Context: an optimization exercise on an open-source flow, tuned for small area, a short achievable clock period and few clock cycles per item. The choices shown serve that exercise and are no tape-out recipe.
Function was checked by simulation only, so behaviour that the tests miss may differ from the original.
The clock port is modelled as an ideal driver; clocking choices that lean on that would not hold on a real chip.
Power and IR drop assume default switching activity.

==> flow/design.v <==
module collision_scheduler #(
  parameter int MAX_LINES = 51,
  parameter int CW        = 8,
  parameter int IDW       = 8
) (
  input  logic              clk,
  input  logic              reset,
  input  logic              in_val,
  output logic              in_rdy,
  input  logic [CW-1:0]     x1,
  input  logic [CW-1:0]     y1,
  input  logic [CW-1:0]     z1,
  input  logic [CW-1:0]     x2,
  input  logic [CW-1:0]     y2,
  input  logic [CW-1:0]     z2,
  input  logic              clr,
  output logic              chk_req,
  output logic [6*CW-1:0]   chk_a,
  output logic [6*CW-1:0]   chk_b,
  input  logic              chk_ack,
  input  logic              chk_hit,
  output logic              out_val,
  output logic [IDW-1:0]    lineID,
  output logic              collide,
  output logic [IDW-1:0]    collide_cnt,
  output logic              full,
  output logic              busy
);
  localparam int SW = 6 * CW;
  localparam int NL = MAX_LINES;
  localparam int AW = $clog2(MAX_LINES + 1);
  localparam int LV = $clog2(MAX_LINES);
  logic [SW-1:0]  seg;
  logic [NL-1:0][SW-1:0] mem;
  logic [AW-1:0]  ct;         
  logic [AW-1:0]  rid;        
  logic           curv;       
  logic           nxtv;       
  logic           bv;         
  logic           nv;         
  logic [SW-1:0]  cur, nxt, bq;
  logic [NL-1:0]  elig;       
  logic [NL-1:0]  nsel;       
  logic [NL-1:0]  rest;       
  logic           ov_q, col_q, nrdy_q, req_q, full_q, busy_q;
  logic [IDW-1:0] lid_q, cnt_q;
  assign seg         = {x1, y1, z1, x2, y2, z2};
  assign in_rdy      = !nrdy_q;
  assign chk_req     = req_q;
  assign chk_a       = cur;
  assign chk_b       = bq;
  assign out_val     = ov_q;
  assign lineID      = lid_q;
  assign collide     = col_q;
  assign collide_cnt = cnt_q;
  assign full        = full_q;
  assign busy        = busy_q;
  function automatic [NL-1:0] highest(input [NL-1:0] v);
    logic [NL-1:0] p;
    p = v;
    for (int k = 0; k < LV; k++)
      p = p | (p >> (1 << k));
    highest = v & ~(p >> 1);
  endfunction
  logic [SW-1:0] rd;
  always_comb begin
    rd = '0;
    for (int j = 0; j < NL; j++)
      rd = rd | (mem[j] & {SW{nsel[j]}});
  end
  logic          fire, hit, res, step, accept;
  logic [NL-1:0] e_hi, e_top, r_top, rid_oh;
  assign fire     = req_q && chk_ack;
  assign hit      = fire && chk_hit;
  assign step     = fire && !chk_hit && nv;
  assign res      = (fire && (chk_hit || !nv)) || (curv && !bv);
  assign accept   = in_val && !nrdy_q;
  assign e_hi     = {elig[NL-1:1], 1'b0};
  assign e_top    = highest(elig);
  assign r_top    = highest(rest);
  always_comb begin
    rid_oh = '0;
    rid_oh[rid[LV-1:0]] = 1'b1;
  end
  logic           curv_n, nxtv_n, ov_n;
  logic [AW-1:0]  ct_n;
  assign curv_n = res ? (nxtv || accept) : (curv || accept);
  assign nxtv_n = nxtv ? !res : (curv && !res && accept);
  assign ct_n   = ct + AW'(accept);
  assign ov_n   = res;
  always_ff @(posedge clk or negedge reset) begin
    if (!reset) begin
      ct     <= '0;
      rid    <= '0;
      curv   <= 1'b0;
      nxtv   <= 1'b0;
      bv     <= 1'b0;
      nv     <= 1'b0;
      elig   <= '0;
      ov_q   <= 1'b0;
      nrdy_q <= 1'b0;
      req_q  <= 1'b0;
      full_q <= 1'b0;
      busy_q <= 1'b0;
      cnt_q  <= '0;
    end else if (clr) begin
      ct     <= '0;
      rid    <= '0;
      curv   <= 1'b0;
      nxtv   <= 1'b0;
      bv     <= 1'b0;
      nv     <= 1'b0;
      elig   <= '0;
      ov_q   <= 1'b0;
      nrdy_q <= 1'b0;
      req_q  <= 1'b0;
      full_q <= 1'b0;
      busy_q <= 1'b0;
      cnt_q  <= '0;
    end else begin
      ct     <= ct_n;
      curv   <= curv_n;
      nxtv   <= nxtv_n;
      ov_q   <= ov_n;
      nrdy_q <= (ct_n == AW'(NL)) || nxtv_n;
      full_q <= (ct_n == AW'(NL));
      busy_q <= curv_n || nxtv_n || ov_n;
      req_q  <= curv_n && (bv || res);
      if (ov_q && col_q && (cnt_q != '1)) cnt_q <= cnt_q + IDW'(1);
      if (res) begin
        rid <= rid + AW'(1);
        bv  <= 1'b1;
        if (hit) nv <= |e_hi;
        else     nv <= elig[0];
        if (!hit) elig <= elig | rid_oh;
      end else if (step) begin
        nv <= |rest;
      end
    end
  end
  always_ff @(posedge clk or negedge reset) begin
    if (!reset) begin
      cur   <= '0;
      bq    <= '0;
      lid_q <= '0;
      col_q <= 1'b0;
    end else begin
      if (res || !curv) cur <= nxtv ? nxt : seg;
      if (fire)              bq <= chk_hit ? mem[0] : (nv ? rd : cur);
      else if (curv && !bv)  bq <= cur;
      if (res) begin
        lid_q <= IDW'(rid) + IDW'(1);
        col_q <= hit;
      end
    end
  end
  always_ff @(posedge clk) begin
    if (res) begin
      if (hit) begin
        nsel <= {e_top[NL-1:1], 1'b0};
        rest <= e_hi & ~e_top;
      end else begin
        nsel <= e_top;
        rest <= elig & ~e_top;
      end
    end else if (step) begin
      nsel <= r_top;
      rest <= rest & ~r_top;
    end
    if (!nxtv) nxt <= seg;
  end
  always_ff @(posedge clk) begin
    for (int j = 0; j < NL; j++)
      if (ct == AW'(j)) mem[j] <= seg;
  end
endmodule
clock: 6.0 ns
lec_check: 0
cap_margin: 20
core_margin: 2
core_utilization: 60
cts_cluster_diameter: 100
cts_cluster_size: 24
setup_slack_margin: 3.5
slew_margin: 20
standard.sh (not shown) runs the stock make flow with config.mk's settings and CLKGATE_MAP_FILE= SYNTH_SCRIPT=/design/flow/synth_recipe.tcl, a recipe that flattens the netlist after the stock synthesis.
==> flow/flow/run.sh <==
#!/bin/bash
# The standard ORFS layout, with two changes after synthesis: the port buffers are buf_4
# cells rather than the buffer that buffer_ports picks by default (a slow delay buffer), and
# after CTS the flip-flops that drive output ports are sized up (flow/post_cts.tcl).
# Synthesis is run first, unchanged, so the registers are the standard synthesis's.
set -euo pipefail
here=$(pwd)
bash standard.sh synth > synth.log 2>&1
bash standard.sh "BUFFER_PORTS_ARGS=-buffer_cell sky130_fd_sc_hd__buf_4" \
  "POST_CTS_TCL=$here/flow/post_cts.tcl" finish > layout.log 2>&1
test -s out/final.def
==> flow/flow/post_cts.tcl <==
# Runs at the end of ORFS's CTS step (POST_CTS_TCL). Sizes up each flip-flop that drives an
# output port's buffer to the _4 drive strength of the same cell type, then legalizes.
set db [ord::get_db]
set block [ord::get_db_block]
set n 0
foreach bterm [$block getBTerms] {
  if {[$bterm getIoType] ne "OUTPUT"} continue
  set net [$bterm getNet]
  if {$net eq "NULL"} continue
  foreach it [$net getITerms] {
    if {![$it isOutputSignal]} continue
    set buf [$it getInst]
    foreach bit [$buf getITerms] {
      if {![$bit isInputSignal]} continue
      set n2 [$bit getNet]
      if {$n2 eq "NULL"} continue
      foreach dit [$n2 getITerms] {
        if {![$dit isOutputSignal]} continue
        set drv [$dit getInst]
        set m [[$drv getMaster] getName]
        if {[regexp {^(sky130_fd_sc_hd__df[a-z]+)_[12]$} $m -> base]} {
          set nm [$db findMaster ${base}_4]
          if {$nm ne "NULL"} {
            $drv swapMaster $nm
            incr n
          }
        }
      }
    }
  }
}
puts "post_cts: sized up $n flip-flops that drive output ports"
detailed_placement
check_placement -verbose
Testbench counts at the start, summed over its fixed seeds: cycles 50,448, items 2,933.
==> next run, changes <==
==> flow/flow/run.sh (replaced) <==
#!/bin/bash
# The standard ORFS layout, with the port buffers made of buf_4 cells rather than the
# buffer that buffer_ports picks by default (a slow delay buffer). Synthesis is run first,
# unchanged, so the registers are the standard synthesis's.
set -euo pipefail
bash standard.sh synth > synth.log 2>&1
bash standard.sh "BUFFER_PORTS_ARGS=-buffer_cell sky130_fd_sc_hd__buf_4" finish > layout.log 2>&1
test -s out/final.def
- SETUP_SLACK_MARGIN: 3.5 -> 3.6
removed: flow/flow/post_cts.tcl
The new run finished clean. Hold slack loses 0.090 ns. Non-clock buffer count grows by 52. Clock skew shrinks by 0.0079 ns. Cell area grows by about 0.44%. Critical path depth is unchanged. Register-to-register slack gains 0.13 ns.
==> next run, changes <==
- CTS_CLUSTER_SIZE: 24 -> 30
What happened: Worst hold slack gains 0.057 ns; power went down by 3.3%; clock power went down by about 10%; routed wire length went down by 0.63%; via count went down by 0.49%; global-route usage went down by 0.24 points; sequential share of layout area went up by 0.50 points; worst setup slack gains 0.024 ns; combinational power stays flat; design area went down by 0.70%; final cell count went down by 0.69%.


RTL: the design.v shown in full above, as it stands there.
Settings: LEC_CHECK=0, CAP_MARGIN=20, CORE_MARGIN=2, CORE_UTILIZATION=66, CTS_CLUSTER_DIAMETER=100, CTS_CLUSTER_SIZE=24, SETUP_SLACK_MARGIN=3.6, SLEW_MARGIN=20; clock period 6.0 ns.
==> flow/flow/run.sh <==
#!/bin/bash
# The standard ORFS layout, with the port buffers made of buf_4 cells rather than the
# buffer that buffer_ports picks by default (a slow delay buffer). Synthesis is run first,
# unchanged, so the registers are the standard synthesis's.
set -euo pipefail
bash standard.sh synth > synth.log 2>&1
bash standard.sh "BUFFER_PORTS_ARGS=-buffer_cell sky130_fd_sc_hd__buf_4" finish > layout.log 2>&1
test -s out/final.def
The baseline ran to the end with no violations.
Testbench counts at the start, summed over its fixed seeds: cycles 50,448, items 2,933.
Next try:
--- a/flow/config.mk
+++ b/flow/config.mk
@@ -10 +10 @@
-export CORE_UTILIZATION = 66
+export CORE_UTILIZATION = 60
@@ -13 +13 @@
-export SETUP_SLACK_MARGIN = 3.6
+export SETUP_SLACK_MARGIN = 3.5
Result: The changed run completed without violations; design area came out lower by 0.54%; core utilization is lower by 7.2 points; sequential cell count stays the same; via count goes down by 0.50%; final cell count rises by 1.4%; routed wire length is higher by 5.2%; count of clock-buffer cells in the layout goes up by 3; global-route usage drops by 2.1 points; power increases by 0.50%.

==> separate check: timing with driven ports <==
The results above use ideal ports. As a check the final layouts listed here were re-extracted and re-timed, cells and wires unchanged. Step 1: set_driving_cell puts a clkbuf_16 on clk and a buf_2 on each other input, an assumption about the parent block. Step 2 moves the port delays by t, midway between the first and last clock arrival at a register: inputs arrive t later, outputs are due t later. That takes back most of the time a late clock gives input paths. Three values: ideal ports, drivers, drivers and shift; two values: the first two.
run	t, ns	setup slack, ns	worst setup path after step 2
the first run of note 1	0.899	3.246 / 3.156 / 2.632	input to register
the second run of note 1	0.933	3.248 / 3.151 / 2.682	input to register
the third run of note 1	0.882	3.272 / 3.176 / 2.804	input to register
the first run of note 2	0.910	3.275 / 3.225 / 2.684	input to register
the second run of note 2	0.901	3.293 / 3.204 / 2.646	input to register
After both steps setup and hold are still met in every run listed. The setup slack of the second run of note 2, which loses most, moves by -0.089 ns with the drivers and by -0.647 ns with both steps.
